This design comes from an exercise in tuning for small area, a short achievable clock period and few clock cycles per item on the open sky130 flow, not from production work. Function was checked by simulation only, so behaviour that the tests miss may differ from the original. Power and IR drop assume default switching activity.

==> flow/design.v, too long to show whole: its modules and the start of the top module <==
// module sdc_div: 75 lines
// module sdc_sq3_a: 1020 lines
// module sdc_sq3_b: 130 lines
// module step_detector_cadence_core: 166 lines
module step_detector_cadence_core #(
   parameter int COUNT_WIDTH = sdc_pkg::COUNT_WIDTH_DEF
) (
   input  logic                                  clock,
   input  logic                                  reset,
   input  logic                                  csr_we,
   input  logic [sdc_pkg::CSR_IDX_W-1:0]         csr_index,
   input  logic [sdc_pkg::CSR_DATA_W-1:0]        csr_wdata,
   input  logic                                  req_valid,
   output logic                                  req_stall,
   input  logic signed [sdc_pkg::ACCEL_W-1:0]    req_accel_x,
   input  logic signed [sdc_pkg::ACCEL_W-1:0]    req_accel_y,
   input  logic signed [sdc_pkg::ACCEL_W-1:0]    req_accel_z,
   input  logic [sdc_pkg::TIME_W-1:0]            req_time_ms,
   input  logic                                  req_clear_count,
   output logic                                  rsp_valid,
   input  logic                                  rsp_stall,
   output logic                                  rsp_stepped,
   output logic [sdc_pkg::STEP_COUNT_W-1:0]      rsp_step_count,
   output logic [sdc_pkg::CAD_W-1:0]             rsp_cadence
);
  // ...
==> flow/run.sh <==
#!/bin/bash
# synth_recipe.tcl (not shown) runs the flow's synth.tcl, then flattens the netlist and writes it again
# the make line also repeats each setting of config.mk as NAME=value (left out here)
make -C /OpenROAD-flow-scripts/flow DESIGN_CONFIG=/design/flow/config.mk WORK_HOME=/design/flow/orfs CLKGATE_MAP_FILE= SYNTH_SCRIPT=/design/flow/synth_recipe.tcl finish
==> flow/config.mk <==
export PLATFORM = sky130hd
export DESIGN_NAME = step_detector_cadence_core
export DESIGN_NICKNAME = step_detector_cadence_core
export VERILOG_FILES = /design/flow/design.v
export SDC_FILE = /design/flow/constraint.sdc
export NUM_CORES = 4
export LEC_CHECK = 0
export ABC_CLOCK_PERIOD_IN_PS = 5000
export CAP_MARGIN = 20
export CORE_MARGIN = 2
export CORE_UTILIZATION = 60
export SETUP_SLACK_MARGIN = 4.0
export SLEW_MARGIN = 20
==> flow/constraint.sdc <==
create_clock -name core_clock -period 9.0 [get_ports {clock}]
set_input_delay 1.8000 -clock core_clock [delete_from_list [all_inputs] [get_ports {clock}]]
set_output_delay 1.8000 -clock core_clock [all_outputs]
set_load 0.01 [all_outputs]
==> out/metrics.yaml, run 1 <==
status: "complete, no violations"
die_w_um: 257
tightest_slew_ps: 1080
n_clock_buffer: 77
gp_congestion: 0.937
synth_edf_count: 250
power_switching_w: 0.00907
use_met1_pct: 43.5
synth-compound-area-share_pct: 11.8
clockNetworkAreaShare_pct: 3.97
final_cell_count_no_fill: 5107
avgViaCountPerCell: 5.98
synth_seq_area_share_pct: 31.5
place_inst: 4865
reg2reg_depth: 27
layout_common_cells: "nand2_1 (500), inv_1 (396), fa_1 (371), nor2_1 (269), edfxtp_1 (250)"
yosysWarnings: 2
cpPeakStageDelay_ps: 370
cts_tree: "built"
hold_path_depth: 0
rsz0062_at_grt: "yes"
skew_ps: 36.4
die_area_mm2: 0.0662
ff2ff_setup_slack_ps: 3950
yosysTopAreaCell: "fa_1"
syn_inst: 3981
grt_use_total_pct: 34.0
synth_top_family_by_area: "adder cells"
fin_crit_ps: 5050
wirelength_um: 114000
place_ws_ps: 2690
rr_startpoint: "d2_ff[15]"
clkPwrFrac_pct: 11.9
drc_errors: 0
core_mm2: 0.0632
clk_pin_slew_ps: 60
placed_area_mm2: 0.0409
largest_reg_flops: 121
vias: 30500
pg_seq_w: 0.00308
synthDistinctLibCells: 82
crit_buf_inv: 4
Testbench counts, summed over its fixed seeds: cycles 14,880, items 12,000.
==> inputs of run 2 (changes only) <==
--- a/flow/config.mk
+++ b/flow/config.mk
@@ -8,6 +8,6 @@
 export ABC_CLOCK_PERIOD_IN_PS = 5000
 export CAP_MARGIN = 20
 export CORE_MARGIN = 2
-export CORE_UTILIZATION = 60
+export CORE_UTILIZATION = 40
 export SETUP_SLACK_MARGIN = 4.0
 export SLEW_MARGIN = 20
==> out/metrics.yaml, run 2 <==
syn_area_mm2: 0.0385  # unchanged
largest_reg_flops: 121  # unchanged
postCtsHoldBufs: 0  # unchanged
power_density_mw_per_mm2: 409  # was 420 mW/mm^2
final_antenna_net_count: 0  # unchanged
grt_pass1_vias: 29000  # was 31400
crit_path_start_kind: "input pin"  # was register
p_leak_nw: 19.2  # was 19.3 nW
gp_congestion: 0.906  # was 0.937
clock-sinks: 480  # unchanged
skew_ps: 59.6  # was 36.4 ps
grt_busiest_layer: "met2"  # unchanged
ctsHtreeMaxLevel: 2  # unchanged
synth_ff_type: "edfxtp_1"  # unchanged
crit_path_frequent_cell: "fa_1"  # was ha_4
die_y_um: 314  # was 257 um
hold_ws_ps: 450  # was 420 ps
required_ps: 9390  # about the same
core_mm2: 0.0952  # was 0.0632 mm^2
use_met1_pct: 33.2  # was 43.5%
synth_seq_area_share_pct: 31.5  # unchanged
max-slew-margin-rel_pct: 33.0  # was 27.9%
fin_ws_ps: 3990  # was 3950 ps
fin_nets: 4951  # was 4969
routedWlPerCell_um: 20.2  # was 22.3 um
place_ws_ps: 2800  # was 2690 ps
synth_area_leaders: "fa_1 (20%), edfxtp_1 (20%), dfxtp_1 (12%)"  # unchanged
rr_startpoint: "d2_ff[14]"  # was d2_ff[15]
die_area_mm2: 0.0987  # was 0.0662 mm^2
rows: 113  # was 92
avgViaCountPerCell: 5.32  # was 5.98
syn_nets: 4737  # unchanged
multi_input_area_mm2: 0.0254  # was 0.0256 mm^2
grtUsageMet3_pct: 3.19  # was 4.55%
wirelength_um: 111000  # was 114000 um
drc_errors: 0  # unchanged
vias: 29300  # was 30500
tns_ps: 0  # unchanged
clk_latency_ps: 670  # was 650 ps
cp-end-kind: "register"  # unchanged
io_buffers: 148  # unchanged
cp_max_fo: 7  # unchanged
cts_root_buf: "clkbuf_16"  # unchanged
placed_area_mm2: 0.0414  # was 0.0409 mm^2
synth-seq-cells: 480  # unchanged
maxSlewViolCount: 0  # unchanged
yosysWarnings: 2  # unchanged
fmax_ghz: 0.200  # was 0.198 GHz
finalHoldViolCount: 0  # unchanged
yosysTopAreaCell: "fa_1"  # unchanged
reg2reg_depth: 26  # was 27
clk_pin_slew_ps: 60  # about the same
cap_violations: 0  # unchanged
synth_edf_count: 250  # unchanged
slowest_stage: "fa_1"  # was edfxtp_1
drive_above_1_share_pct: 12.1  # was 12.5%
finalSetupViolCount: 0  # unchanged
antenna_found_initial: 3  # unchanged
regMostFlops: "cb_ff"  # unchanged
fin_crit_sh_pct: 55.7  # was 56.1%
regArea_mm2: 0.0121  # unchanged
rr_endpoint: "u_div.rem_ff[6]"  # unchanged
crit_chain: "clkdlybuf4s50_1, mux2i_2, o21ai_4, nand2_1, fa_1, inv_1, fa_1, inv_1, fa_1, fa_1, inv_1, fa_1"
synth_top_cell_area_share_pct: 20.1  # unchanged
crit_end: "cb_ff[74]"  # was u_div.rem_ff[6]
tightest_slew_ps: 1000  # was 1080 ps
grt_pass1_wl_um: 172000  # was 175000 um
cts_tree: "built"  # unchanged
clockBufferDepth: 3  # unchanged
cp-startpoint: "req_accel_x[14]"  # was d2_ff[15]
overflow: 0  # unchanged
vdd_drop_max_mv: 0.364  # was 0.567 mV
ios: 149  # unchanged
synth_common_cells: "nand2_1 (511), inv_1 (406), fa_1 (387)"  # unchanged
initial_utilization_pct: 40.4  # was 60.9%
ff2ff_setup_slack_ps: 4000  # was 3950 ps
cp.arrival_ps: 5400  # was 5430 ps
layout_common_cells: "nand2_1 (501), inv_1 (396), fa_1 (370), nor2_1 (273), edfxtp_1 (250)"  # was nand2_1 (500), inv_1 (396), fa_1 (371), nor2_1 (269), edfxtp_1 (250)
die_w_um: 314  # was 257 um
yosysMostFrequentCell: "nand2_1"  # unchanged
path_class: "in -> reg"  # was reg -> reg
place_hpwl_um: 83600  # was 83500 um
final_util_pct: 47.8  # was 71.6%
status: "complete, no violations"  # unchanged
hold_class: "reg -> reg"  # unchanged
layout_commonest_cell: "nand2_1"  # unchanged
async_reset_ff_share_pct: 0  # unchanged
areaGrowthSynthToFinish_pct: 18.1  # was 17.6%
cpPeakStageDelay_ps: 540  # was 370 ps
grt_max_degree: 80  # was 77
cts_made_buffers: 57  # was 55
grt_use_total_pct: 22.4  # was 34.0%
rsz0062_at_grt: "yes"  # unchanged
drtPass1Iterations: 5  # was 10
syn-mean-instance-area_um2: 9.67  # unchanged
met2_usage_pct: 33.8  # was 58.1%
fin_crit_ps: 5010  # was 5050 ps
fill_cells: 8853  # was 4605
drt_iter0_markers: 2020  # was 2298
fin_area_mm2: 0.0454  # was 0.0452 mm^2
synthDistinctLibCells: 82  # unchanged
syn_inst: 3981  # unchanged
[run 2: cell count changes in the layout (fill, tap and decap cells not counted), moves of 5 or more]
cell            delta
o21a_4             -6
o21ai_2           +10
nor2b_4            -5
dlymetal6s2s_1     -6
buf_4              -8
clkbuf_1           -7
nor2b_1            +5
buf_12             -8
dlygate4sd2_1      +7
[run 2: layout make-up]
cell class | count | area share, %
Antenna cell | 3 | 0.0165
Clock buffer | 76 | 3.59
Clock inverter | 31 | 0.732
Inverter | 410 | 3.42
Multi-Input combinational cell | 2943 | 55.9
Sequential cell | 480 | 26.7
Tap cell | 1265 | 3.48
Timing Repair Buffer | 303 | 6.17
[run 2: logic make-up after synthesis]
family,share of synthesized area (%)
AO/OA/AOI/OAI,11.8
XOR/XNOR,4.07
adder cells (fa/ha/maj),28.7
buffers and inverters,5.45
flip-flops,31.5
multiplexers,2.28
AND/OR/NAND/NOR,16.2
[run 2: how the worst min path moves through the flow]
stage          depth (start not counted)         end       start
2_1_floorplan                          0     clr2_ff     clr1_ff
3_3_place_gp                           1  latched_ff       lt_ff
3_5_place_dp                           1  latched_ff       lt_ff
4_1_cts                                1  latched_ff       lt_ff
5_1_grt                                2  mrg_ff[10]  mrg_ff[10]
6_report                               1  latched_ff       lt_ff
[run 2: metrics by stage]
| step | instances | total power [W] |
|---|---|---|
| floorplan | 3981 | 0.0124 |
| global placement | 5286 | 0.0152 |
| detailed placement | 5286 | 0.0154 |
| CTS | 5462 | 0.0181 |
| global route | 5508 | 0.0204 |
| finish | 5511 | 0.0186 |
[run 2: where the power goes]
group          internal (W)  total [W]  switching, W
clock network       0.00140    0.00241       0.00101
registers           0.00283    0.00307      0.000243
logic               0.00570     0.0131       0.00740
[run 2: per-layer routing]
| layer | wire [um] | up-vias |
|---|---|---|
| met5 | 26 | - |
| met4 | 3280 | 4 |
| met3 | 6600 | 165 |
| met2 | 48400 | 842 |
| met1 | 53000 | 14500 |
| li1 | - | 13800 |
[run 2: timing repair]
action	in CTS	in global routing
pin swaps	43	68
buffers inserted	66	44
resized for setup	157	145
setup endpoints to repair	109	66
cloned	3	2
[run 2: worst max-delay path: cells and delay by family]
family	cells	cell delay (ps)
adder cells (fa/ha/maj)	5	2390
buffers and inverters	4	660
AO/OA/AOI/OAI	1	290
AND/OR/NAND/NOR	1	130
multiplexers	1	120
==> inputs of run 3 (changes only) <==
--- a/flow/config.mk
+++ b/flow/config.mk
@@ -9,5 +9,6 @@
 export CAP_MARGIN = 20
 export CORE_MARGIN = 2
 export CORE_UTILIZATION = 40
+export CTS_BUF_LIST = sky130_fd_sc_hd__clkbuf_8
 export SETUP_SLACK_MARGIN = 4.0
 export SLEW_MARGIN = 20
==> out/metrics.yaml, run 3 <==
status: "complete, no violations"  # unchanged
wirelength_um: 112000  # was 111000 um
drc_errors: 0  # unchanged
grt_pass1_vias: 29300  # was 29000
synth_top_cell_area_share_pct: 20.1  # unchanged
drive_above_1_share_pct: 12.9  # was 12.1%
power_density_mw_per_mm2: 408  # was 409 mW/mm^2
synth_common_cells: "nand2_1 (511), inv_1 (406), fa_1 (387)"  # unchanged
grt_max_degree: 80  # unchanged
overflow: 0  # unchanged
die_area_mm2: 0.0987  # unchanged
final_cell_count_no_fill: 5587  # was 5511
power.total_w: 0.0186  # about the same
p_leak_nw: 19.4  # was 19.2 nW
grt_use_total_pct: 22.4  # about the same
avgViaCountPerCell: 5.29  # was 5.32
crit_chain: "clkdlybuf4s50_1, mux2i_2, o21a_4, nor2_4, fa_1, fa_1, inv_1, fa_1, inv_2, fa_1, fa_1"  # was clkdlybuf4s50_1, mux2i_2, o21ai_4, nand2_1, fa_1, inv_1, fa_1, inv_1, fa_1, fa_1, inv_1, fa_1
postCtsHoldBufs: 0  # unchanged
rr_endpoint: "u_div.rem_ff[12]"  # was u_div.rem_ff[6]
synth_edf_count: 250  # unchanged
fin_crit_ps: 5010  # about the same
drtPass1Iterations: 5  # unchanged
max-slew-margin-rel_pct: 31.7  # was 33.0%
finalSetupViolCount: 0  # unchanged
clock-sinks: 480  # unchanged
gp_congestion: 0.906  # unchanged
synth-seq-cells: 480  # unchanged
cp.arrival_ps: 5450  # was 5400 ps
syn_inst: 3981  # unchanged
crit_path_frequent_cell: "fa_1"  # unchanged
hold_ws_ps: 443  # was 450 ps
yosysWarnings: 2  # unchanged
grt_pass1_wl_um: 171000  # was 172000 um
place_inst: 5286  # unchanged
ff2ff_setup_slack_ps: 4050  # was 4000 ps
hold_path_depth: 1  # unchanged
maxSlewViolCount: 0  # unchanged
drt_iter0_markers: 2096  # was 2020
vdd_drop_max_mv: 0.398  # was 0.364 mV
rows: 113  # unchanged
hold_start: "lt_ff"  # unchanged
clockBufferDepth: 3  # unchanged
tns_ps: 0  # unchanged
layout_commonest_cell: "nand2_1"  # unchanged
cap_violations: 0  # unchanged
finalHoldViolCount: 0  # unchanged
skew_ps: 67.3  # was 59.6 ps
reg2reg_depth: 28  # was 26
initial_utilization_pct: 40.4  # unchanged
io_buffers: 148  # unchanged
path_class: "in -> reg"  # unchanged
fill_cells: 8887  # was 8853
clk_latency_ps: 740  # was 670 ps
cpPeakStageDelay_ps: 590  # was 540 ps
ios: 149  # unchanged
cp_max_fo: 8  # was 7
vias: 29600  # was 29300
final_antenna_net_count: 0  # unchanged
layout_common_cells: "nand2_1 (501), inv_1 (425), fa_1 (369), nor2_1 (273), edfxtp_1 (250)"  # was nand2_1 (501), inv_1 (396), fa_1 (370), nor2_1 (273), edfxtp_1 (250)
synth_seq_area_share_pct: 31.5  # unchanged
fin_nets: 4999  # was 4951
rr_startpoint: "d2_ff[15]"  # was d2_ff[14]
fmax_ghz: 0.199  # was 0.200 GHz
synth_ff_type: "edfxtp_1"  # unchanged
cts_made_buffers: 90  # was 57
required_ps: 9440  # was 9390 ps
cts_tree: "built"  # unchanged
crit_path_start_kind: "input pin"  # unchanged
synth_area_leaders: "fa_1 (20%), edfxtp_1 (20%), dfxtp_1 (12%)"  # unchanged
largest_reg_flops: 121  # unchanged
rsz0062_at_grt: "yes"  # unchanged
routedWlPerCell_um: 20.1  # was 20.2 um
min_to: "latched_ff"  # unchanged
antenna_found_initial: 4  # was 3
synthDistinctLibCells: 82  # unchanged
slowest_stage: "fa_1"  # unchanged
core_mm2: 0.0952  # unchanged
ctsHtreeMaxLevel: 3  # was 2
regMostFlops: "cb_ff"  # unchanged
die_w_um: 314  # unchanged
cts_root_buf: "clkbuf_8"  # was clkbuf_16
async_reset_ff_share_pct: 0  # unchanged
die_y_um: 314  # unchanged
areaGrowthSynthToFinish_pct: 18.3  # was 18.1%
syn_nets: 4737  # unchanged
clk_pin_slew_ps: 70  # was 60 ps
tightest_slew_ps: 1020  # was 1000 ps
yosysTopAreaCell: "fa_1"  # unchanged
syn_area_mm2: 0.0385  # unchanged
yosysMostFrequentCell: "nand2_1"  # unchanged
place_hpwl_um: 83600  # unchanged
syn-mean-instance-area_um2: 9.67  # unchanged
cp-end-kind: "register"  # unchanged
hold_class: "reg -> reg"  # unchanged
fin_crit_sh_pct: 55.7  # about the same
[run 3: through the flow]
step,cell area (um^2),utilization (%),worst slack (ps)
after floorplan,38700,-,3850
after global routing,45500,47.9,3840
final,45500,47.9,3990
after detailed placement,41400,43.6,2800
after CTS,44400,46.7,3970
after global placement,41400,43.6,2860
[run 3: logic make-up (layout without fill, tap and decap cells)]
logic type	count (synthesis)	in the layout	synth area share, %
other	0	2	0
multiplexers	87	87	2.28
AND/OR/NAND/NOR	1324	1324	16.2
flip-flops	480	480	31.5
adder cells (fa/ha/maj)	651	651	28.7
buffers and inverters	558	896	5.45
XOR/XNOR	179	179	4.07
AO/OA/AOI/OAI	702	703	11.8
[run 3: worst max-delay path by stage]
stage,start,endpoint,slack [ps],cells after the start
after global placement,req_accel_y[5],cb_ff[70],2860,9
after floorplan,req_accel_x[13],cb_ff[54],3850,12
after CTS,rsp_stall,req_stall,3970,8
after global routing,d2_ff[15],u_div.rem_ff[6],3840,26
final,req_accel_x[4],cb_ff[54],3990,11
after detailed placement,req_accel_y[5],cb_ff[70],2800,9
[run 3: cell type report]
type	instances	area (um^2)	share of cell area (%)
multi-input cells	2944	25300	55.7
flip-flops and latches	480	12100	26.6
repair buffers	317	2990	6.56
well taps	1265	1580	3.48
inverters	410	1560	3.42
clock buffers	106	1460	3.20
clock inverters	63	469	1.03
diodes	2	5.00	0.0110
[run 3: power breakdown]
group	total (W)	internal (W)	switching (W)
Clock	0.00229	0.00126	0.00103
Combinational	0.0132	0.00577	0.00745
Sequential	0.00307	0.00283	0.000242
Total	0.0186	0.00985	0.00872
[run 3: critical path, delay by kind of cell]
family	cells	cell delay (ps)
buf+inv	3	530
simple gates	1	50
compound gates	1	260
fa+ha+maj	5	2510
mux	1	290
[run 3: what timing repair did]
| action | 4_1_cts | 5_1_grt |
|---|---|---|
| pin swaps | 37 | 62 |
| setup buffers | 54 | 70 |
| setup endpoints to repair | 109 | 76 |
| gates resized for setup | 133 | 143 |
| cloned | 4 | 2 |
[run 3: routing by layer]
layer	global-route usage (%)	wire length, um	vias up
li1	-	-	13900
met1	32.9	53000	14600
met2	33.6	48500	902
met3	3.70	7350	176
met4	7.27	3260	6
met5	0	40	-
==> inputs of run 4 (changes only) <==
==> flow/flow/run.sh (new file) <==
#!/bin/bash
# Layout: the standard flow, with the port buffers made plain buffers (buf_4) instead of
# the delay-cell buffers buffer_ports picks by default. Each tool's output goes to its own log.
cp standard.sh standard_sh.log
export BUFFER_PORTS_ARGS="-buffer_cell sky130_fd_sc_hd__buf_4"
bash standard.sh > standard.log 2>&1
==> flow/standard.sh (new file) <==
#!/bin/bash
# synth_recipe.tcl (not shown) runs the flow's synth.tcl, then flattens the netlist and writes it again
# the make line also repeats each setting of config.mk as NAME=value (left out here)
make -C /OpenROAD-flow-scripts/flow DESIGN_CONFIG=/design/flow/config.mk WORK_HOME=/design/flow/orfs CLKGATE_MAP_FILE= SYNTH_SCRIPT=/design/flow/synth_recipe.tcl "${@:-finish}"
--- a/flow/config.mk
+++ b/flow/config.mk
@@ -9,6 +9,5 @@
 export CAP_MARGIN = 20
 export CORE_MARGIN = 2
 export CORE_UTILIZATION = 40
-export CTS_BUF_LIST = sky130_fd_sc_hd__clkbuf_8
-export SETUP_SLACK_MARGIN = 4.0
+export SETUP_SLACK_MARGIN = 4.4
 export SLEW_MARGIN = 20
removed: flow/run.sh
==> out/metrics.yaml, run 4 <==
postCtsHoldBufs: 0  # unchanged
synth_mux_area_share_pct: 2.28  # unchanged
cp_top_family: "compound AO/OA/AOI/OAI gates"  # was adder cells
placed_area_mm2: 0.0412  # was 0.0414 mm^2
avgViaCountPerCell: 5.34  # was 5.29
cts_tree: "built"  # unchanged
syn-mean-instance-area_um2: 9.67  # unchanged
seqPwrFrac_pct: 15.5  # was 16.5%
fin_nets: 5005  # was 4999
place_hpwl_um: 84000  # was 83600 um
grt_pass1_vias: 29500  # was 29300
clock-sinks: 480  # unchanged
cp-end-kind: "register"  # unchanged
cp-startpoint: "d2_ff[12]"  # was req_accel_x[4]
syn_inst: 3981  # unchanged
fin_crit_ps: 5000  # was 5010 ps
regMostFlops: "cb_ff"  # unchanged
tns_ps: 0  # unchanged
areaGrowthSynthToFinish_pct: 19.8  # was 18.3%
core_mm2: 0.0952  # unchanged
cp.depth: 22  # was 11
clk_pin_slew_ps: 60  # was 70 ps
die_y_um: 314  # unchanged
fin_ws_ps: 4000  # was 3990 ps
place_ws_ps: 3060  # was 2800 ps
drtPass1Iterations: 5  # unchanged
ctsHtreeMaxLevel: 2  # was 3
clockBufferDepth: 3  # unchanged
slowest_stage: "edfxtp_1"  # was fa_1
synth-simple-area-share_pct: 16.2  # unchanged
fin_crit_sh_pct: 55.6  # was 55.7%
grt_pass1_wl_um: 175000  # was 171000 um
clk_latency_ps: 670  # was 740 ps
crit_path_frequent_cell: "buf_4"  # was fa_1
rsz0062_at_grt: "yes"  # unchanged
finalSetupViolCount: 0  # unchanged
routedWlPerCell_um: 20.6  # was 20.1 um
async_reset_ff_share_pct: 0  # unchanged
fin_area_mm2: 0.0461  # was 0.0455 mm^2
max-slew-margin-rel_pct: 35.1  # was 31.7%
die_w_um: 314  # unchanged
yosysWarnings: 2  # unchanged
cap_violations: 0  # unchanged
reg2reg_depth: 22  # was 28
cts_root_buf: "clkbuf_16"  # was clkbuf_8
rr_startpoint: "d2_ff[12]"  # was d2_ff[15]
crit_path_start_kind: "register"  # was input pin
fill_cells: 8828  # was 8887
synthXorXnorAreaFrac_pct: 4.07  # unchanged
path_class: "reg -> reg"  # was in -> reg
power.total_w: 0.0198  # was 0.0186 W
synth_top_family_by_area: "adder cells"  # unchanged
yosysMostFrequentCell: "nand2_1"  # unchanged
crit_end: "u_div.rem_ff[12]"  # was cb_ff[54]
grt_use_total_pct: 23.0  # was 22.4%
synth-compound-area-share_pct: 11.8  # unchanged
synth-seq-cells: 480  # unchanged
syn_area_mm2: 0.0385  # unchanged
synth_ff_type: "edfxtp_1"  # unchanged
drc_errors: 0  # unchanged
synth_seq_area_share_pct: 31.5  # unchanged
power_density_mw_per_mm2: 429  # was 408 mW/mm^2
io_buffers: 148  # unchanged
hold_ws_ps: 438  # was 443 ps
rr_endpoint: "u_div.rem_ff[12]"  # unchanged
swShare_pct: 46.4  # was 46.9%
antenna_found_initial: 7  # was 4
cpPeakStageDelay_ps: 480  # was 590 ps
hold_path_depth: 0  # was 1
layout_common_cells: "nand2_1 (498), inv_1 (386), fa_1 (347), buf_4 (331), nor2_1 (272)"  # was nand2_1 (501), inv_1 (425), fa_1 (369), nor2_1 (273), edfxtp_1 (250)
synth_area_leaders: "fa_1 (20%), edfxtp_1 (20%), dfxtp_1 (12%)"  # unchanged
skew_ps: 35.0  # was 67.3 ps
power_switching_w: 0.00917  # was 0.00872 W
wirelength_um: 115000  # was 112000 um
vdd_drop_max_mv: 0.576  # was 0.398 mV
die_area_mm2: 0.0987  # unchanged
layout_commonest_cell: "nand2_1"  # unchanged
syn_nets: 4737  # unchanged
overflow: 0  # unchanged
synth_edf_count: 250  # unchanged
required_ps: 9390  # was 9440 ps
clkPwrFrac_pct: 12.5  # was 12.3%
intPower_w: 0.0106  # was 0.00985 W
synth_common_cells: "nand2_1 (511), inv_1 (406), fa_1 (387)"  # unchanged
vias: 29700  # was 29600
status: "complete, no violations"  # unchanged
ff2ff_setup_slack_ps: 4000  # was 4050 ps
yosysTopAreaCell: "fa_1"  # unchanged
tightest_slew_ps: 970  # was 1020 ps
finalHoldViolCount: 0  # unchanged
hold_class: "reg -> reg"  # unchanged
cp_max_fo: 7  # was 8
final_antenna_net_count: 0  # unchanged
synth_adder_area_share_pct: 28.7  # unchanged
fmax_ghz: 0.200  # was 0.199 GHz
hold_start: "clr1_ff"  # was lt_ff
crit_chain: "inv_1, ha_1, a211o_1, or2_2, nor3_2, or3_4, nor3b_4, buf_12, buf_4, mux2_4, ha_4, o21a_1, o21ai_1, a21oi_2, a21oi_2, o21a_1, o211ai_1, buf_4, buf_4, buf_8, mux2i_1, nor2_1"  # was clkdlybuf4s50_1, mux2i_2, o21a_4, nor2_4, fa_1, fa_1, inv_1, fa_1, inv_2, fa_1, fa_1
ios: 149  # unchanged
gp_congestion: 0.928  # was 0.906
grt_max_degree: 76  # was 80
synthDistinctLibCells: 82  # unchanged
p_leak_nw: 19.6  # was 19.4 nW
crit_buf_inv: 6  # was 3
maxSlewViolCount: 0  # unchanged
initial_utilization_pct: 40.4  # unchanged
cts_made_buffers: 56  # was 90
cp.arrival_ps: 5390  # was 5450 ps
rows: 113  # unchanged
drt_iter0_markers: 2369  # was 2096
pwr-share-comb_pct: 72.0  # was 71.2%
largest_reg_flops: 121  # unchanged
drive_above_1_share_pct: 18.4  # was 12.9%
synth_top_cell_area_share_pct: 20.1  # unchanged
## run 4: cell count changes in the layout (fill, tap and decap cells not counted), moves of 11 or more
cell,change
clkbuf_1,+12
inv_1,-39
clkbuf_16,+61
fa_1,-22
ha_1,-11
buf_4,+182
fa_2,+22
clkbuf_8,-101
clkdlybuf4s50_1,-127
dlymetal6s2s_1,-12
## run 4: logic make-up (layout without fill, tap and decap cells)
kind of cell,after synthesis,after routing
AO/OA/AOI/OAI,702,703
XOR/XNOR,179,179
adder cells (fa/ha/maj),651,651
buffers and inverters,558,872
flip-flops,480,480
multiplexers,87,87
other,0,1
AND/OR/NAND/NOR,1324,1325
## run 4: repair_timing
action | in CTS | in global routing
setup endpoints to repair | 164 | 81
resized for setup | 196 | 147
gates cloned | 4 | 1
pin swaps | 67 | 102
setup buffers | 87 | 76
## run 4: power by group through the flow
stage	clock network, W	logic (W)	registers [W]
floorplan	0	0.00939	0.00302
global placement	0	0.0122	0.00310
detailed placement	0	0.0124	0.00312
CTS	0.00253	0.0130	0.00307
global route	0.00260	0.0159	0.00311
finish	0.00246	0.0142	0.00307
## run 4: metrics by stage
step	util (%)	std cells
4_1_cts	47.1	5485
5_1_grt	48.4	5562
6_report	48.4	5563
2_1_floorplan	-	3981
3_3_place_gp	43.3	5288
3_5_place_dp	43.3	5288
## run 4: worst min-delay path by stage
stage                    to  slack, ps
global route        clr2_ff        450
CTS                 clr2_ff        440
detailed placement  clr2_ff        420
global placement    clr2_ff        410
finish              clr2_ff        440
floorplan           clr2_ff        400
## run 4: final cells by class
| cell class | instances | area (um^2) | area share (%) |
|---|---|---|---|
| multi-input combinational | 2945 | 25900 | 56.2 |
| sequential | 480 | 12100 | 26.3 |
| timing repair buffer | 356 | 2890 | 6.28 |
| clock buffer | 79 | 1670 | 3.61 |
| tap | 1265 | 1580 | 3.43 |
| inverter | 410 | 1560 | 3.39 |
| clock inverter | 27 | 327 | 0.708 |
| antenna | 1 | 2.50 | 0.00543 |
## run 4: routing by layer
layer / vias to the layer above / GRT usage, % / part of all wire [%]
met2: 936 / 35.1 / 44
met5: - / 0 / 0.023
met1: 14700 / 34.3 / 47
met3: 194 / 2.77 / 6.3
li1: 13900 / - / -
met4: 4 / 6.39 / 2.9
==> inputs of run 5 (changes only) <==
--- a/flow/config.mk
+++ b/flow/config.mk
@@ -9,5 +9,6 @@
 export CAP_MARGIN = 20
 export CORE_MARGIN = 2
 export CORE_UTILIZATION = 40
-export SETUP_SLACK_MARGIN = 4.4
+export SETUP_SLACK_MARGIN = 4.0
 export SLEW_MARGIN = 20
+export TNS_END_PERCENT = 20
==> out/metrics.yaml, run 5 <==
hold_class: "reg -> reg"  # unchanged
yosysTopAreaCell: "fa_1"  # unchanged
cts_made_buffers: 58  # was 56
ctsHtreeMaxLevel: 2  # unchanged
vdd_drop_max_mv: 0.478  # was 0.576 mV
synth_common_cells: "nand2_1 (511), inv_1 (406), fa_1 (387)"  # unchanged
finalHoldViolCount: 0  # unchanged
core_mm2: 0.0952  # unchanged
place_hpwl_um: 82700  # was 84000 um
crit_chain: "buf_4, mux2i_1, o21a_1, nor2_1, fa_1, inv_1, fa_1, fa_1, inv_1, fa_1, fa_1"  # was inv_1, ha_1, a211o_1, or2_2, nor3_2, or3_4, nor3b_4, buf_12, buf_4, mux2_4, ha_4, o21a_1, o21ai_1, a21oi_2, a21oi_2, o21a_1, o211ai_1, buf_4, buf_4, buf_8, mux2i_1, nor2_1
syn-mean-instance-area_um2: 9.67  # unchanged
regMostFlops: "cb_ff"  # unchanged
drc_errors: 0  # unchanged
areaGrowthSynthToFinish_pct: 14.9  # was 19.8%
initial_utilization_pct: 40.4  # unchanged
cp-end-kind: "register"  # unchanged
rsz0062_at_grt: "yes"  # unchanged
hold_path_depth: 2  # was 0
placed_area_mm2: 0.0411  # was 0.0412 mm^2
wirelength_um: 110000  # was 115000 um
drt_iter0_markers: 2164  # was 2369
vias: 29100  # was 29700
synth_edf_count: 250  # unchanged
p_leak_nw: 18.8  # was 19.6 nW
syn_nets: 4737  # unchanged
synth_ff_type: "edfxtp_1"  # unchanged
path_class: "in -> reg"  # was reg -> reg
final_antenna_net_count: 0  # unchanged
min_to: "last_ff[12]"  # was clr2_ff
tns_ps: 0  # unchanged
cap_violations: 0  # unchanged
drive_above_1_share_pct: 12.7  # was 18.4%
syn_area_mm2: 0.0385  # unchanged
fmax_ghz: 0.197  # was 0.200 GHz
synth-seq-cells: 480  # unchanged
clockBufferDepth: 3  # unchanged
layout_commonest_cell: "nand2_1"  # unchanged
avgViaCountPerCell: 5.34  # about the same
clk_pin_slew_ps: 60  # about the same
synthDistinctLibCells: 82  # unchanged
ios: 149  # unchanged
rr_endpoint: "cb_ff[58]"  # was u_div.rem_ff[12]
rr_startpoint: "sq_ff[0]"  # was d2_ff[12]
fin_crit_sh_pct: 56.5  # was 55.6%
fin_nets: 4892  # was 5005
grt_use_total_pct: 22.3  # was 23.0%
grt_pass1_vias: 29100  # was 29500
layout_common_cells: "nand2_1 (508), inv_1 (399), fa_1 (383), nor2_1 (277), edfxtp_1 (250)"  # was nand2_1 (498), inv_1 (386), fa_1 (347), buf_4 (331), nor2_1 (272)
slowest_stage: "o21a_1"  # was edfxtp_1
reg2reg_depth: 12  # was 22
synth_top_cell_area_share_pct: 20.1  # unchanged
clk_latency_ps: 680  # was 670 ps
status: "complete, no violations"  # unchanged
tightest_slew_ps: 1030  # was 970 ps
synth_area_leaders: "fa_1 (20%), edfxtp_1 (20%), dfxtp_1 (12%)"  # unchanged
grt_max_degree: 82  # was 76
clock-sinks: 480  # unchanged
cp.arrival_ps: 5480  # was 5390 ps
hold_start: "last_ff[12]"  # was clr1_ff
cts_tree: "built"  # unchanged
ff2ff_setup_slack_ps: 4050  # was 4000 ps
crit_path_frequent_cell: "fa_1"  # was buf_4
power_density_mw_per_mm2: 417  # was 429 mW/mm^2
yosysWarnings: 2  # unchanged
cpPeakStageDelay_ps: 580  # was 480 ps
fin_area_mm2: 0.0442  # was 0.0461 mm^2
async_reset_ff_share_pct: 0  # unchanged
synth_seq_area_share_pct: 31.5  # unchanged
die_area_mm2: 0.0987  # unchanged
grt_pass1_wl_um: 170000  # was 175000 um
max-slew-margin-rel_pct: 31.3  # was 35.1%
syn_inst: 3981  # unchanged
fin_crit_ps: 5080  # was 5000 ps
gp_congestion: 0.953  # was 0.928
power.total_w: 0.0184  # was 0.0198 W
cts_root_buf: "clkbuf_16"  # unchanged
overflow: 0  # unchanged
finalSetupViolCount: 0  # unchanged
antenna_found_initial: 10  # was 7
largest_reg_flops: 121  # unchanged
maxSlewViolCount: 0  # unchanged
hold_ws_ps: 452  # was 438 ps
required_ps: 9400  # was 9390 ps
die_y_um: 314  # unchanged
crit_path_start_kind: "input pin"  # was register
routedWlPerCell_um: 20.1  # was 20.6 um
io_buffers: 148  # unchanged
cp_max_fo: 9  # was 7
skew_ps: 66.5  # was 35.0 ps
postCtsHoldBufs: 0  # unchanged
die_w_um: 314  # unchanged
drtPass1Iterations: 6  # was 5
yosysMostFrequentCell: "nand2_1"  # unchanged
rows: 113  # unchanged
## run 5: cell counts after synthesis
Identical to the previous run, type by type.
## run 5: power by group
part           internal [W]  switching, W  total [W]
Combinational       0.00559       0.00732     0.0129
Sequential          0.00283      0.000232    0.00306
Clock               0.00144       0.00104    0.00248
Total               0.00985       0.00859     0.0184
## run 5: final cells by class
| class | count | area [um^2] |
|---|---|---|
| antenna | 3 | 7.51 |
| clock buffer | 66 | 1500 |
| clock inverter | 44 | 518 |
| fill | 8977 | 50900 |
| inverter | 410 | 1550 |
| multi-input combinational | 2943 | 25000 |
| sequential | 480 | 12100 |
| tap | 1265 | 1580 |
| timing repair buffer | 243 | 1960 |
## run 5: routing by layer
metal / part of all wire [%] / track usage, %
met2: 43 / 33.8
met5: 0.067 / 0
met1: 46 / 32.0
met4: 3.0 / 6.95
met3: 7.4 / 4.41
## run 5: worst max path at each step
stage	cells after the start	to	slack (ps)	start
2_1_floorplan	12	cb_ff[54]	3850	req_accel_x[13]
3_3_place_gp	17	lt_ff	2940	sq_ff[1]
3_5_place_dp	17	lt_ff	2940	sq_ff[1]
4_1_cts	18	idl_ff	3910	gt_ff
5_1_grt	11	cb_ff[66]	3880	req_accel_x[4]
6_report	11	cb_ff[58]	3920	req_accel_x[4]
## run 5: what timing repair did
| action | 4_1_cts | 5_1_grt |
|---|---|---|
| hold endpoints to repair | 0 | 0 |
| gates resized for setup | 67 | 89 |
| gates cloned | 2 | 1 |
| endpoints found under the setup margin | 141 | 85 |
| pin swaps | 21 | 48 |
| buffers inserted | 23 | 22 |
## run 5: logic make-up after synthesis
| group | after synthesis | share of synthesized area [%] |
|---|---|---|
| AND/OR/NAND/NOR | 1324 | 16.2 |
| AO/OA/AOI/OAI | 702 | 11.8 |
| adder cells (fa/ha/maj) | 651 | 28.7 |
| buffers and inverters | 558 | 5.45 |
| flip-flops | 480 | 31.5 |
| XOR/XNOR | 179 | 4.07 |
| multiplexers | 87 | 2.28 |
## run 5: worst max-delay path, delay by kind of cell
| kind | cells | cell delay, ps |
|---|---|---|
| AOI/OAI and AO/OA | 1 | 580 |
| and+or+nand+nor | 1 | 150 |
| adders and majority gates | 5 | 2500 |
| muxes | 1 | 210 |
| buffers and inverters | 3 | 230 |
## run 5: through the flow
| step | worst slack (ps) | cells | util, % |
|---|---|---|---|
| 2_1_floorplan | 3850 | 3981 | - |
| 4_1_cts | 3910 | 5427 | 45.8 |
| 3_3_place_gp | 2940 | 5292 | 43.2 |
| 6_report | 3920 | 5454 | 46.5 |
| 5_1_grt | 3880 | 5452 | 46.5 |
| 3_5_place_dp | 2940 | 5292 | 43.2 |
==> inputs of run 6 (changes only) <==
--- a/flow/config.mk
+++ b/flow/config.mk
@@ -5,10 +5,9 @@
 export SDC_FILE = /design/flow/constraint.sdc
 export NUM_CORES = 4
 export LEC_CHECK = 0
-export ABC_CLOCK_PERIOD_IN_PS = 5000
+export ABC_CLOCK_PERIOD_IN_PS = 6000
 export CAP_MARGIN = 20
 export CORE_MARGIN = 2
 export CORE_UTILIZATION = 40
 export SETUP_SLACK_MARGIN = 4.0
 export SLEW_MARGIN = 20
-export TNS_END_PERCENT = 20
==> out/metrics.yaml, run 6 <==
yosysWarnings: 2  # unchanged
fin_area_mm2: 0.0442  # about the same
cts_made_buffers: 57  # was 58
areaGrowthSynthToFinish_pct: 14.8  # was 14.9%
synth_edf_count: 250  # unchanged
clk_latency_ps: 650  # was 680 ps
initial_utilization_pct: 40.4  # unchanged
cp_max_fo: 6  # was 9
layout_common_cells: "nand2_1 (506), inv_1 (398), fa_1 (375), nor2_1 (275), edfxtp_1 (250)"  # was nand2_1 (508), inv_1 (399), fa_1 (383), nor2_1 (277), edfxtp_1 (250)
place_inst: 5287  # was 5292
place_hpwl_um: 83300  # was 82700 um
avgViaCountPerCell: 5.32  # was 5.34
overflow: 0  # unchanged
grt_max_degree: 75  # was 82
syn-mean-instance-area_um2: 9.67  # unchanged
postCtsHoldBufs: 0  # unchanged
clk_pin_slew_ps: 60  # about the same
cp.arrival_ps: 5330  # was 5480 ps
finalHoldViolCount: 0  # unchanged
die_y_um: 314  # unchanged
async_reset_ff_share_pct: 0  # unchanged
drive_above_1_share_pct: 12.5  # was 12.7%
gp_congestion: 0.910  # was 0.953
regMostFlops: "cb_ff"  # unchanged
placed_area_mm2: 0.0411  # about the same
clockBufferDepth: 3  # unchanged
path_class: "in -> reg"  # unchanged
drc_errors: 0  # unchanged
syn_nets: 4737  # unchanged
cp-end-kind: "register"  # unchanged
io_buffers: 148  # unchanged
cts_root_buf: "clkbuf_16"  # unchanged
final_cell_count_no_fill: 5445  # was 5454
synth_common_cells: "nand2_1 (511), inv_1 (406), fa_1 (387)"  # unchanged
synth_ff_type: "edfxtp_1"  # unchanged
max-slew-margin-rel_pct: 32.5  # was 31.3%
fin_crit_ps: 4950  # was 5080 ps
status: "complete, no violations"  # unchanged
ff2ff_setup_slack_ps: 4070  # was 4050 ps
drt_iter0_markers: 2396  # was 2164
rows: 113  # unchanged
hold_class: "reg -> reg"  # unchanged
grt_pass1_wl_um: 168000  # was 170000 um
skew_ps: 45.9  # was 66.5 ps
grt_use_total_pct: 21.9  # was 22.3%
power.total_w: 0.0182  # was 0.0184 W
cap_violations: 0  # unchanged
maxSlewViolCount: 0  # unchanged
synth_area_leaders: "fa_1 (20%), edfxtp_1 (20%), dfxtp_1 (12%)"  # unchanged
tns_ps: 0  # unchanged
fmax_ghz: 0.202  # was 0.197 GHz
required_ps: 9380  # was 9400 ps
antenna_found_initial: 6  # was 10
cts_tree: "built"  # unchanged
yosysMostFrequentCell: "nand2_1"  # unchanged
rsz0062_at_grt: "yes"  # unchanged
yosysTopAreaCell: "fa_1"  # unchanged
synth-seq-cells: 480  # unchanged
grt_pass1_vias: 28600  # was 29100
crit_path_start_kind: "input pin"  # unchanged
syn_inst: 3981  # unchanged
hold_ws_ps: 453  # was 452 ps
synth_top_cell_area_share_pct: 20.1  # unchanged
vdd_drop_max_mv: 0.362  # was 0.478 mV
synthDistinctLibCells: 82  # unchanged
vias: 29000  # was 29100
clock-sinks: 480  # unchanged
fin_crit_sh_pct: 55.0  # was 56.5%
syn_area_mm2: 0.0385  # unchanged
largest_reg_flops: 121  # unchanged
synth_seq_area_share_pct: 31.5  # unchanged
ios: 149  # unchanged
finalSetupViolCount: 0  # unchanged
fin_nets: 4884  # was 4892
fill_cells: 8918  # was 8977
core_mm2: 0.0952  # unchanged
die_area_mm2: 0.0987  # unchanged
die_w_um: 314  # unchanged
wirelength_um: 109000  # was 110000 um
layout_commonest_cell: "nand2_1"  # unchanged
final_antenna_net_count: 0  # unchanged
tightest_slew_ps: 1010  # was 1030 ps
routedWlPerCell_um: 20.0  # was 20.1 um
power_density_mw_per_mm2: 413  # was 417 mW/mm^2
p_leak_nw: 18.8  # about the same
drtPass1Iterations: 6  # unchanged
ctsHtreeMaxLevel: 2  # unchanged
## run 6: cell types whose count changed in the layout (fill, tap and decap cells not counted), moves of 4 or more
cell,change
buf_6,+4
o21ai_2,-5
clkinvlp_4,-5
o21ai_1,+4
buf_4,-11
clkinv_4,-4
fa_2,+8
fa_1,-8
o21a_2,+4
clkbuf_1,+8
o21a_1,-4
## run 6: stage by stage
step	setup WS (ps)	utilization, %
2_1_floorplan	3850	-
3_3_place_gp	3190	43.2
3_5_place_dp	3120	43.2
4_1_cts	4000	45.7
5_1_grt	3770	46.4
6_report	4050	46.4
## run 6: logic make-up (layout without fill, tap and decap cells)
group                    after synthesis  after routing  share of synthesized area [%]
other                                  0              3                              0
adder cells (fa/ha/maj)              651            651                           28.7
AND/OR/NAND/NOR                     1324           1324                           16.2
buffers and inverters                558            754                           5.45
XOR/XNOR                             179            179                           4.07
flip-flops                           480            480                           31.5
AO/OA/AOI/OAI                        702            702                           11.8
multiplexers                          87             87                           2.28
## run 6: per-layer routing
metal,up-vias,part of all wire [%],GRT usage [%]
met3,169,6.9,3.75
met5,-,0.026,0
met1,14300,47,32.6
met4,4,2.9,6.48
li1,13700,-,-
met2,887,43,32.6
## run 6: path summary, 6_finish.rpt
path         cells after the start               to            start
max                             12        cb_ff[54]  req_accel_x[11]
min reg2reg                      2       last_ff[7]       last_ff[7]
max reg2reg                     22  u_div.rem_ff[6]         d2_ff[7]
min                              2       last_ff[7]       last_ff[7]
## run 6: critical path: stages
cell     delay [ps]
buf_4            90
mux2i_1          70
o21ai_1         540
nand2_1         170
fa_1            550
inv_1            60
fa_1            510
inv_1            70
fa_1            480
inv_1            60
fa_1            510
fa_1            420
## run 6: cell type report
cell class	count	area, um^2	share of cell area, %
clock buffers	77	1600	3.61
diodes	3	7.51	0.0170
clock inverters	31	388	0.878
repair buffers	236	1930	4.36
flip-flops and latches	480	12100	27.5
well taps	1265	1580	3.58
multi-input cells	2943	25000	56.6
inverters	410	1550	3.51
## run 6: repair_timing
action,CTS,global route
gates resized for setup,57,105
gates cloned,2,2
pin swaps,16,36
setup endpoints to repair,126,71
setup buffers,20,23
## run 6: power by group
group          switching (W)  total (W)  internal, W
combinational        0.00721     0.0127      0.00552
sequential          0.000238    0.00306      0.00283
clock               0.000997    0.00245      0.00145
==> inputs of run 7 (changes only) <==
--- a/flow/config.mk
+++ b/flow/config.mk
@@ -5,7 +5,7 @@
 export SDC_FILE = /design/flow/constraint.sdc
 export NUM_CORES = 4
 export LEC_CHECK = 0
-export ABC_CLOCK_PERIOD_IN_PS = 6000
+export ABC_CLOCK_PERIOD_IN_PS = 5000
 export CAP_MARGIN = 20
 export CORE_MARGIN = 2
 export CORE_UTILIZATION = 40
==> out/metrics.yaml, run 7 <==
synth_seq_area_share_pct: 31.5  # unchanged
hold_class: "reg -> reg"  # unchanged
vias: 29000  # unchanged
grt_pass1_wl_um: 168000  # unchanged
overflow: 0  # unchanged
regMostFlops: "cb_ff"  # unchanged
multi_input_area_mm2: 0.0250  # unchanged
ff2ff_setup_slack_ps: 4070  # about the same
clock-sinks: 480  # unchanged
clk_latency_ps: 650  # about the same
yosysMostFrequentCell: "nand2_1"  # unchanged
yosysWarnings: 2  # unchanged
routedWlPerCell_um: 20.0  # unchanged
yosysTopAreaCell: "fa_1"  # unchanged
rr_startpoint: "d2_ff[7]"  # unchanged
avgViaCountPerCell: 5.32  # unchanged
syn_nets: 4737  # unchanged
syn-mean-instance-area_um2: 9.67  # unchanged
synth-seq-cells: 480  # unchanged
areaGrowthSynthToFinish_pct: 14.8  # unchanged
cp-startpoint: "req_accel_x[11]"  # unchanged
final_antenna_net_count: 0  # unchanged
drtPass1Iterations: 6  # unchanged
crit_path_start_kind: "input pin"  # unchanged
cp_max_fo: 6  # unchanged
clockBufferDepth: 3  # unchanged
power_density_mw_per_mm2: 413  # unchanged
die_w_um: 314  # unchanged
die_y_um: 314  # unchanged
drive_above_1_share_pct: 12.5  # unchanged
wirelength_um: 109000  # unchanged
antenna_found_initial: 6  # unchanged
cap_violations: 0  # unchanged
fmax_ghz: 0.202  # unchanged
reg2reg_depth: 22  # unchanged
place_inst: 5287  # unchanged
layout_commonest_cell: "nand2_1"  # unchanged
hold_ws_ps: 453  # unchanged
cp-end-kind: "register"  # unchanged
cts_tree: "built"  # unchanged
maxSlewViolCount: 0  # unchanged
postCtsHoldBufs: 0  # unchanged
required_ps: 9380  # about the same
regArea_mm2: 0.0121  # unchanged
ctsHtreeMaxLevel: 2  # unchanged
synth_common_cells: "nand2_1 (511), inv_1 (406), fa_1 (387)"  # unchanged
final_util_pct: 46.4  # unchanged
path_class: "in -> reg"  # unchanged
drc_errors: 0  # unchanged
layout_common_cells: "nand2_1 (506), inv_1 (398), fa_1 (375), nor2_1 (275), edfxtp_1 (250)"  # unchanged
finalSetupViolCount: 0  # unchanged
fin_nets: 4884  # unchanged
fin_crit_ps: 4950  # unchanged
finalHoldViolCount: 0  # unchanged
cts_made_buffers: 57  # unchanged
core_mm2: 0.0952  # unchanged
vdd_drop_max_mv: 0.362  # unchanged
die_area_mm2: 0.0987  # unchanged
status: "complete, no violations"  # unchanged
synthDistinctLibCells: 82  # unchanged
grt_max_degree: 75  # unchanged
synth_top_cell_area_share_pct: 20.1  # unchanged
cts_root_buf: "clkbuf_16"  # unchanged
skew_ps: 45.9  # unchanged
grt_use_total_pct: 21.9  # unchanged
drt_iter0_markers: 2396  # unchanged
synth_area_leaders: "fa_1 (20%), edfxtp_1 (20%), dfxtp_1 (12%)"  # unchanged
syn_area_mm2: 0.0385  # unchanged
syn_inst: 3981  # unchanged
max-slew-margin-rel_pct: 32.5  # unchanged
largest_reg_flops: 121  # unchanged
p_leak_nw: 18.8  # unchanged
grt_busiest_layer: "met2"  # unchanged
use_met1_pct: 32.6  # unchanged
power.total_w: 0.0182  # unchanged
crit_end: "cb_ff[54]"  # unchanged
rows: 113  # unchanged
place_hpwl_um: 83300  # unchanged
io_buffers: 148  # unchanged
final_cell_count_no_fill: 5445  # unchanged
clk_pin_slew_ps: 60  # about the same
fill_cells: 8918  # unchanged
rsz0062_at_grt: "yes"  # unchanged
synth_ff_type: "edfxtp_1"  # unchanged
synth_edf_count: 250  # unchanged
initial_utilization_pct: 40.4  # unchanged
cp.arrival_ps: 5330  # about the same
async_reset_ff_share_pct: 0  # unchanged
met2_usage_pct: 32.6  # unchanged
grt_pass1_vias: 28600  # unchanged
ios: 149  # unchanged
gp_congestion: 0.910  # unchanged
rr_endpoint: "u_div.rem_ff[6]"  # unchanged
tns_ps: 0  # unchanged
grtUsageMet3_pct: 3.75  # unchanged
fin_crit_sh_pct: 55.0  # unchanged
tightest_slew_ps: 1010  # unchanged
run 7: cell counts after synthesis:
No cell type changed its count.
run 7: logic make-up (layout without fill, tap and decap cells):
group                    count (synthesis)  in the layout  share of synthesized area [%]
AND/OR/NAND/NOR                       1324           1324                           16.2
AO/OA/AOI/OAI                          702            702                           11.8
adder cells (fa/ha/maj)                651            651                           28.7
buffers and inverters                  558            754                           5.45
flip-flops                             480            480                           31.5
XOR/XNOR                               179            179                           4.07
multiplexers                            87             87                           2.28
other                                    0              3                              0
run 7: per-layer routing:
layer,vias up,wire [um],share of wire (%)
met5,-,28,0.026
met3,169,7550,6.9
met1,14300,51300,47
met4,4,3190,2.9
met2,887,46800,43
li1,13700,-,-
run 7: per-stage QoR:
step                cell area (um^2)  worst slack, ps
global route                   44200             3770
floorplan                      38700             3850
finish                         44200             4050
CTS                            43500             4000
global placement               41100             3190
detailed placement             41100             3120
run 7: worst min-delay path by stage:
stage	startpoint	endpoint	cells past startpoint
4_1_cts	last_ff[20]	last_ff[20]	2
2_1_floorplan	clr1_ff	clr2_ff	0
5_1_grt	lt_ff	latched_ff	1
6_report	last_ff[7]	last_ff[7]	2
3_3_place_gp	last_ff[9]	last_ff[9]	2
3_5_place_dp	idle_ff[1]	idle_ff[1]	2
run 7: what timing repair did:
action	in CTS	in global routing
pin swaps	16	36
setup endpoints to repair	126	71
setup buffers	20	23
gates cloned	2	2
resized for setup	57	105
run 7: worst max-delay path, stage by stage:
cell	delay [ps]
buf_4	90
mux2i_1	70
o21ai_1	540
nand2_1	170
fa_1	550
inv_1	60
fa_1	510
inv_1	70
fa_1	480
inv_1	60
fa_1	510
fa_1	420
run 7: cell type report:
class | instances | area share [%]
multi-input combinational | 2943 | 56.6
timing repair buffer | 236 | 4.36
antenna | 3 | 0.0170
sequential | 480 | 27.5
inverter | 410 | 3.51
clock inverter | 31 | 0.878
clock buffer | 77 | 3.61
tap | 1265 | 3.58
run 7: power by group:
group,leakage [nW],switching [W],internal [W],total [W]
logic,13.2,0.00721,0.00552,0.0127
registers,4.58,0.000238,0.00283,0.00306
clock network,0.960,0.000997,0.00145,0.00245
total,18.8,0.00845,0.00980,0.0182
==> inputs of run 8 (changes only) <==
--- a/flow/config.mk
+++ b/flow/config.mk
@@ -9,5 +9,5 @@
 export CAP_MARGIN = 20
 export CORE_MARGIN = 2
 export CORE_UTILIZATION = 40
-export SETUP_SLACK_MARGIN = 4.0
+export SETUP_SLACK_MARGIN = 3.8
 export SLEW_MARGIN = 20
==> out/metrics.yaml, run 8 <==
status: "complete, no violations"  # unchanged
largest_reg_flops: 121  # unchanged
cap_violations: 0  # unchanged
drc_errors: 0  # unchanged
final_antenna_net_count: 0  # unchanged
regMostFlops: "cb_ff"  # unchanged
synth_area_leaders: "fa_1 (20%), edfxtp_1 (20%), dfxtp_1 (12%)"  # unchanged
async_reset_ff_share_pct: 0  # unchanged
ctsHtreeMaxLevel: 2  # unchanged
crit_path_start_kind: "input pin"  # unchanged
tightest_slew_ps: 1050  # was 1010 ps
avgViaCountPerCell: 5.34  # was 5.32
syn_nets: 4737  # unchanged
finalSetupViolCount: 0  # unchanged
yosysMostFrequentCell: "nand2_1"  # unchanged
power_density_mw_per_mm2: 414  # was 413 mW/mm^2
synth_seq_area_share_pct: 31.5  # unchanged
cp_max_fo: 10  # was 6
cts_root_buf: "clkbuf_16"  # unchanged
antenna_found_initial: 8  # was 6
yosysWarnings: 2  # unchanged
clk_latency_ps: 650  # about the same
vdd_drop_max_mv: 0.336  # was 0.362 mV
routedWlPerCell_um: 20.3  # was 20.0 um
postCtsHoldBufs: 0  # unchanged
fmax_ghz: 0.194  # was 0.202 GHz
core_mm2: 0.0952  # unchanged
syn_area_mm2: 0.0385  # unchanged
synth-seq-cells: 480  # unchanged
synth_ff_type: "edfxtp_1"  # unchanged
drtPass1Iterations: 6  # unchanged
synthDistinctLibCells: 82  # unchanged
rr_endpoint: "cb_ff[70]"  # was u_div.rem_ff[6]
fin_crit_sh_pct: 57.2  # was 55.0%
vias: 29100  # was 29000
cts_tree: "built"  # unchanged
ios: 149  # unchanged
clk_pin_slew_ps: 60  # about the same
io_buffers: 148  # unchanged
die_area_mm2: 0.0987  # unchanged
layout_commonest_cell: "nand2_1"  # unchanged
reg2reg_depth: 12  # was 22
required_ps: 9360  # was 9380 ps
clockBufferDepth: 3  # unchanged
gp_congestion: 0.938  # was 0.910
clock-sinks: 480  # unchanged
grt_pass1_wl_um: 170000  # was 168000 um
grt_use_total_pct: 22.3  # was 21.9%
cp-end-kind: "register"  # unchanged
initial_utilization_pct: 40.4  # unchanged
fin_nets: 4886  # was 4884
max-slew-margin-rel_pct: 29.7  # was 32.5%
synth_common_cells: "nand2_1 (511), inv_1 (406), fa_1 (387)"  # unchanged
finalHoldViolCount: 0  # unchanged
die_y_um: 314  # unchanged
wirelength_um: 111000  # was 109000 um
synth_edf_count: 250  # unchanged
syn-mean-instance-area_um2: 9.67  # unchanged
overflow: 0  # unchanged
p_leak_nw: 18.7  # was 18.8 nW
layout_common_cells: "nand2_1 (506), inv_1 (399), fa_1 (386), nor2_1 (284), ha_1 (252)"  # was nand2_1 (506), inv_1 (398), fa_1 (375), nor2_1 (275), edfxtp_1 (250)
cts_made_buffers: 57  # unchanged
ff2ff_setup_slack_ps: 3870  # was 4070 ps
die_w_um: 314  # unchanged
drive_above_1_share_pct: 11.6  # was 12.5%
multi_input_area_mm2: 0.0248  # was 0.0250 mm^2
synth_top_cell_area_share_pct: 20.1  # unchanged
path_class: "in -> reg"  # unchanged
maxSlewViolCount: 0  # unchanged
hold_ws_ps: 437  # was 453 ps
areaGrowthSynthToFinish_pct: 14.2  # was 14.8%
drt_iter0_markers: 2327  # was 2396
hold_class: "reg -> reg"  # unchanged
cp.arrival_ps: 5510  # was 5330 ps
regArea_mm2: 0.0121  # about the same
place_hpwl_um: 83400  # was 83300 um
yosysTopAreaCell: "fa_1"  # unchanged
rows: 113  # unchanged
hold_start: "clr1_ff"  # was last_ff[7]
tns_ps: 0  # unchanged
syn_inst: 3981  # unchanged
rsz0062_at_grt: "yes"  # unchanged
fill_cells: 9000  # was 8918
grt_pass1_vias: 28800  # was 28600
rr_startpoint: "sq_ff[1]"  # was d2_ff[7]
skew_ps: 40.5  # was 45.9 ps
fin_crit_ps: 5150  # was 4950 ps
grt_max_degree: 84  # was 75
hold_path_depth: 0  # was 2
min_to: "clr2_ff"  # was last_ff[7]
[run 8: cell counts after synthesis]
Identical to the previous run, type by type.
[run 8: worst max-delay path by stage]
stage / start / endpoint / cells past startpoint
detailed placement: sq_ff[1] / cb_ff[70] / 13
CTS: sq_ff[1] / cb_ff[70] / 12
global placement: sq_ff[1] / cb_ff[58] / 13
finish: req_accel_x[11] / cb_ff[70] / 11
floorplan: req_accel_x[13] / cb_ff[78] / 10
global route: u_div.q_ff[0] / u_div.acc_ff[22] / 19
[run 8: final cells by class]
type	instances	area share, %
clock inverters	33	0.928
clock buffers	74	3.56
well taps	1265	3.60
flip-flops and latches	480	27.6
multi-input cells	2943	56.4
repair buffers	238	4.39
diodes	1	0.00569
inverters	410	3.54
[run 8: routing by layer]
metal | global-route usage [%] | vias to the layer above | wire, um
li1 | - | 13700 | -
met1 | 32.5 | 14200 | 51400
met2 | 33.0 | 952 | 47100
met3 | 4.92 | 205 | 8720
met4 | 6.40 | 8 | 3290
met5 | 0 | - | 46
[run 8: logic make-up after synthesis]
family	Yosys count	synth area share (%)
xor+xnor	179	4.07
buf+inv	558	5.45
mux	87	2.28
simple gates	1324	16.2
compound gates	702	11.8
fa+ha+maj	651	28.7
flops	480	31.5
[run 8: report_power, final]
group	switching, W	internal [W]
sequential	0.000236	0.00283
clock	0.00101	0.00144
combinational	0.00717	0.00549
[run 8: critical path, stage by stage]
cell and delay [ps]:
buf_4 110, mux2i_1 200, o21a_1 570, nor2_1 140, fa_1 550, inv_1 60
fa_1 580, fa_1 470, fa_1 550, inv_1 50, fa_1 430
[run 8: what timing repair did]
action / in CTS / in global routing
gates cloned: 0 / 3
endpoints found under the setup margin: 93 / 70
resized for setup: 30 / 92
buffers inserted: 9 / 30
pin swaps: 4 / 34
[run 8: per-stage QoR]
step	setup WS, ps	area [um^2]	util, %	instances	total power (W)
after CTS	3770	43200	45.4	5409	0.0179
after global placement	3180	41100	43.2	5293	0.0152
final	3850	43900	46.2	5444	0.0182
after floorplan	3810	38600	-	3981	0.0123
after detailed placement	3070	41100	43.2	5293	0.0154
after global routing	3750	43900	46.2	5443	0.0201
==> inputs of run 9 (changes only) <==
--- a/flow/config.mk
+++ b/flow/config.mk
@@ -9,5 +9,7 @@
 export CAP_MARGIN = 20
 export CORE_MARGIN = 2
 export CORE_UTILIZATION = 40
-export SETUP_SLACK_MARGIN = 3.8
+export CTS_CLUSTER_DIAMETER = 100
+export CTS_CLUSTER_SIZE = 30
+export SETUP_SLACK_MARGIN = 4.0
 export SLEW_MARGIN = 20
==> out/metrics.yaml, run 9 <==
status: "complete, no violations"  # unchanged
finalSetupViolCount: 0  # unchanged
syn_area_mm2: 0.0385  # unchanged
fin_nets: 4858  # was 4886
syn-mean-instance-area_um2: 9.67  # unchanged
ff2ff_setup_slack_ps: 4070  # was 3870 ps
drt_iter0_markers: 2468  # was 2327
grt_use_total_pct: 21.6  # was 22.3%
antenna_found_initial: 4  # was 8
regMostFlops: "cb_ff"  # unchanged
grt_max_degree: 75  # was 84
core_mm2: 0.0952  # unchanged
required_ps: 9370  # was 9360 ps
grt_pass1_wl_um: 167000  # was 170000 um
fmax_ghz: 0.202  # was 0.194 GHz
rows: 113  # unchanged
cts_tree: "built"  # unchanged
place_hpwl_um: 83300  # was 83400 um
gp_congestion: 0.910  # was 0.938
cp.depth: 12  # was 11
cap_violations: 0  # unchanged
synth-seq-cells: 480  # unchanged
p_leak_nw: 18.4  # was 18.7 nW
clk_latency_ps: 660  # was 650 ps
die_y_um: 314  # unchanged
fill_cells: 8972  # was 9000
grt_pass1_vias: 28200  # was 28800
clk_pin_slew_ps: 110  # was 60 ps
place_ws_ps: 3120  # was 3070 ps
synth_top_cell_area_share_pct: 20.1  # unchanged
place_inst: 5287  # was 5293
fin_crit_ps: 4950  # was 5150 ps
synth_seq_area_share_pct: 31.5  # unchanged
crit_chain: "buf_4, mux2i_1, o21ai_1, nand2_1, fa_1, inv_1, fa_1, inv_1, fa_1, inv_1, fa_1, fa_1"  # was buf_4, mux2i_1, o21a_1, nor2_1, fa_1, inv_1, fa_1, fa_1, fa_1, inv_1, fa_1
clockBufferDepth: 3  # unchanged
async_reset_ff_share_pct: 0  # unchanged
areaGrowthSynthToFinish_pct: 12.5  # was 14.2%
layout_commonest_cell: "nand2_1"  # unchanged
cpPeakStageDelay_ps: 550  # was 580 ps
initial_utilization_pct: 40.4  # unchanged
fin_crit_sh_pct: 54.9  # was 57.2%
rsz0062_at_grt: "yes"  # unchanged
cp-startpoint: "req_accel_x[11]"  # unchanged
cts_made_buffers: 28  # was 57
drc_errors: 0  # unchanged
layout_common_cells: "nand2_1 (506), inv_1 (398), fa_1 (375), nor2_1 (275)"  # was nand2_1 (506), inv_1 (399), fa_1 (386), nor2_1 (284), ha_1 (252)
yosysWarnings: 2  # unchanged
reg2reg_depth: 21  # was 12
syn_inst: 3981  # unchanged
io_buffers: 148  # unchanged
crit_path_start_kind: "input pin"  # unchanged
largest_reg_flops: 121  # unchanged
ios: 149  # unchanged
cp_max_fo: 6  # was 10
ctsHtreeMaxLevel: 1  # was 2
yosysMostFrequentCell: "nand2_1"  # unchanged
avgViaCountPerCell: 5.33  # was 5.34
synth_ff_type: "edfxtp_1"  # unchanged
maxSlewViolCount: 0  # unchanged
cp.arrival_ps: 5320  # was 5510 ps
hold_class: "reg -> reg"  # unchanged
crit_buf_inv: 4  # was 3
fin_ws_ps: 4050  # was 3850 ps
clock-sinks: 480  # unchanged
synth_common_cells: "nand2_1 (511), inv_1 (406), fa_1 (387)"  # unchanged
die_w_um: 314  # unchanged
skew_ps: 53.5  # was 40.5 ps
final_cell_count_no_fill: 5392  # was 5444
cp_top_family: "adder cells"  # unchanged
yosysTopAreaCell: "fa_1"  # unchanged
synthDistinctLibCells: 82  # unchanged
final_antenna_net_count: 0  # unchanged
routedWlPerCell_um: 20.1  # was 20.3 um
postCtsHoldBufs: 0  # unchanged
drive_above_1_share_pct: 11.8  # was 11.6%
die_area_mm2: 0.0987  # unchanged
rr_startpoint: "d2_ff[12]"  # was sq_ff[1]
syn_nets: 4737  # unchanged
tightest_slew_ps: 996  # was 1050 ps
vdd_drop_max_mv: 0.376  # was 0.336 mV
slowest_stage: "fa_1"  # unchanged
crit_path_frequent_cell: "fa_1"  # unchanged
synth_area_leaders: "fa_1 (20%), edfxtp_1 (20%), dfxtp_1 (12%)"  # unchanged
path_class: "in -> reg"  # unchanged
overflow: 0  # unchanged
vias: 28700  # was 29100
wirelength_um: 108000  # was 111000 um
rr_endpoint: "u_div.rem_ff[6]"  # was cb_ff[70]
synth_edf_count: 250  # unchanged
drtPass1Iterations: 5  # was 6
power_density_mw_per_mm2: 402  # was 414 mW/mm^2
crit_end: "cb_ff[54]"  # was cb_ff[70]
cts_root_buf: "clkbuf_16"  # unchanged
max-slew-margin-rel_pct: 33.1  # was 29.7%
cp-end-kind: "register"  # unchanged
finalHoldViolCount: 0  # unchanged
tns_ps: 0  # unchanged
-- run 9: worst register-to-register path, cell delays in order, from the launching register on --
cell      delay (ps)
edfxtp_1         470
inv_1            110
ha_1             360
a211o_1          330
or2_2            310
nor3_2           200
or3_1            140
nor3b_4          280
buf_12           170
mux2i_4          240
ha_1             260
nor2b_4          120
o21a_1           180
o21ai_2          180
a21oi_2          100
a21oi_2          200
o21a_1           170
o211ai_1         100
buf_4            190
or2_4            310
o22ai_2          150
a31oi_1           70
-- run 9: layout make-up --
| class | count | area (um^2) | share of cell area, % |
|---|---|---|---|
| Timing Repair Buffer | 239 | 1960 | 4.52 |
| Clock buffer | 29 | 704 | 1.63 |
| Inverter | 410 | 1550 | 3.58 |
| Sequential cell | 480 | 12100 | 28.0 |
| Clock inverter | 23 | 377 | 0.870 |
| Tap cell | 1265 | 1580 | 3.66 |
| Antenna cell | 3 | 7.51 | 0.0173 |
| Multi-Input combinational cell | 2943 | 25000 | 57.7 |
-- run 9: cell families (layout without fill, tap and decap cells) --
group	count (synthesis)	count (layout)	synth area share, %
AO/OA/AOI/OAI	702	702	11.8
XOR/XNOR	179	179	4.07
adder cells (fa/ha/maj)	651	651	28.7
buffers and inverters	558	701	5.45
flip-flops	480	480	31.5
multiplexers	87	87	2.28
other	0	3	0
AND/OR/NAND/NOR	1324	1324	16.2
-- run 9: power breakdown --
group	internal (W)	total [W]	switching (W)
logic	0.00552	0.0127	0.00723
registers	0.00282	0.00306	0.000238
clock network	0.000678	0.00161	0.000931
-- run 9: metal layers --
| layer | vias to the layer above | GRT usage [%] | part of all wire (%) |
|---|---|---|---|
| li1 | 13600 | - | - |
| met1 | 14200 | 33.1 | 48 |
| met2 | 849 | 32.9 | 44 |
| met3 | 122 | 2.34 | 5.9 |
| met4 | 2 | 4.65 | 2.1 |
| met5 | - | 0 | 0.0074 |
-- run 9: what timing repair did --
| item | CTS | global route |
|---|---|---|
| resized for setup | 60 | 102 |
| pin swaps | 19 | 33 |
| cloned | 2 | 2 |
| setup buffers | 20 | 26 |
| endpoints found under the setup margin | 126 | 72 |
-- run 9: metrics by stage --
| stage | area (um^2) | util [%] | hold slack, ps | total power, W |
|---|---|---|---|---|
| detailed placement | 41100 | 43.2 | 447 | 0.0154 |
| global placement | 41100 | 43.2 | 441 | 0.0152 |
| finish | 43300 | 45.5 | 459 | 0.0174 |
| CTS | 42600 | 44.8 | 462 | 0.0172 |
| floorplan | 38700 | - | 400 | 0.0124 |
| global route | 43300 | 45.5 | 475 | 0.0193 |
-- run 9: worst min-delay path by stage --
stage | slack [ps] | endpoint | cells after the start | start
floorplan | 400 | clr2_ff | 0 | clr1_ff
global placement | 440 | last_ff[9] | 2 | last_ff[9]
detailed placement | 450 | idle_ff[1] | 2 | idle_ff[1]
CTS | 460 | idle_ff[1] | 2 | idle_ff[1]
global route | 480 | minv_ff[13] | 2 | minv_ff[13]
finish | 460 | idle_ff[14] | 2 | idle_ff[14]

## afterwards: timing with drivers on the ports
In the flow no input, the clock included, has a driving cell. The finished layouts below were timed again as built, in two steps. Step 1: set_driving_cell puts a clkbuf_16 on clock and a buf_2 on each other input, an assumption about the parent block. Step 2 moves the port delays by t, midway between the first and last clock arrival at a register: inputs arrive t later, outputs are due t later. That takes back most of the time a late clock gives input paths. Three values: ideal ports, drivers, drivers and shift; two values: the first two.
| run | shift t [ns] | slack for setup (ns) | clock arrival spread, ns | worst register clock-pin slew, ns | cell pins on the clock port's net |
|---|---|---|---|---|---|
| run 1 | 0.690 | 3.953 / 3.953 / 3.407 | 0.037 / 0.036 | 0.07 / 0.07 | 1 |
| run 2 | 0.701 | 3.991 / 4.004 / 3.332 | 0.061 / 0.061 | 0.07 / 0.07 | 1 |
| run 3 | 0.764 | 3.987 / 4.024 / 3.260 | 0.069 / 0.068 | 0.07 / 0.07 | 1 |
| run 4 | 0.714 | 4.000 / 4.000 / 3.562 | 0.037 / 0.037 | 0.07 / 0.07 | 1 |
| run 5 | 0.709 | 3.918 / 3.955 / 3.246 | 0.067 / 0.067 | 0.06 / 0.06 | 1 |
| run 6 | 0.689 | 4.046 / 4.069 / 3.394 | 0.050 / 0.050 | 0.06 / 0.06 | 1 |
| run 7 | 0.689 | 4.046 / 4.069 / 3.394 | 0.050 / 0.050 | 0.06 / 0.06 | 1 |
| run 8 | 0.696 | 3.849 / 3.872 / 3.186 | 0.041 / 0.040 | 0.07 / 0.07 | 1 |
| run 9 | 0.689 | 4.055 / 4.070 / 3.402 | 0.056 / 0.057 | 0.12 / 0.12 | 1 |
After both steps every run listed still meets setup and hold. For run 3, which loses most, drivers alone change the setup slack by +0.037 ns; drivers and shift together by -0.727 ns.
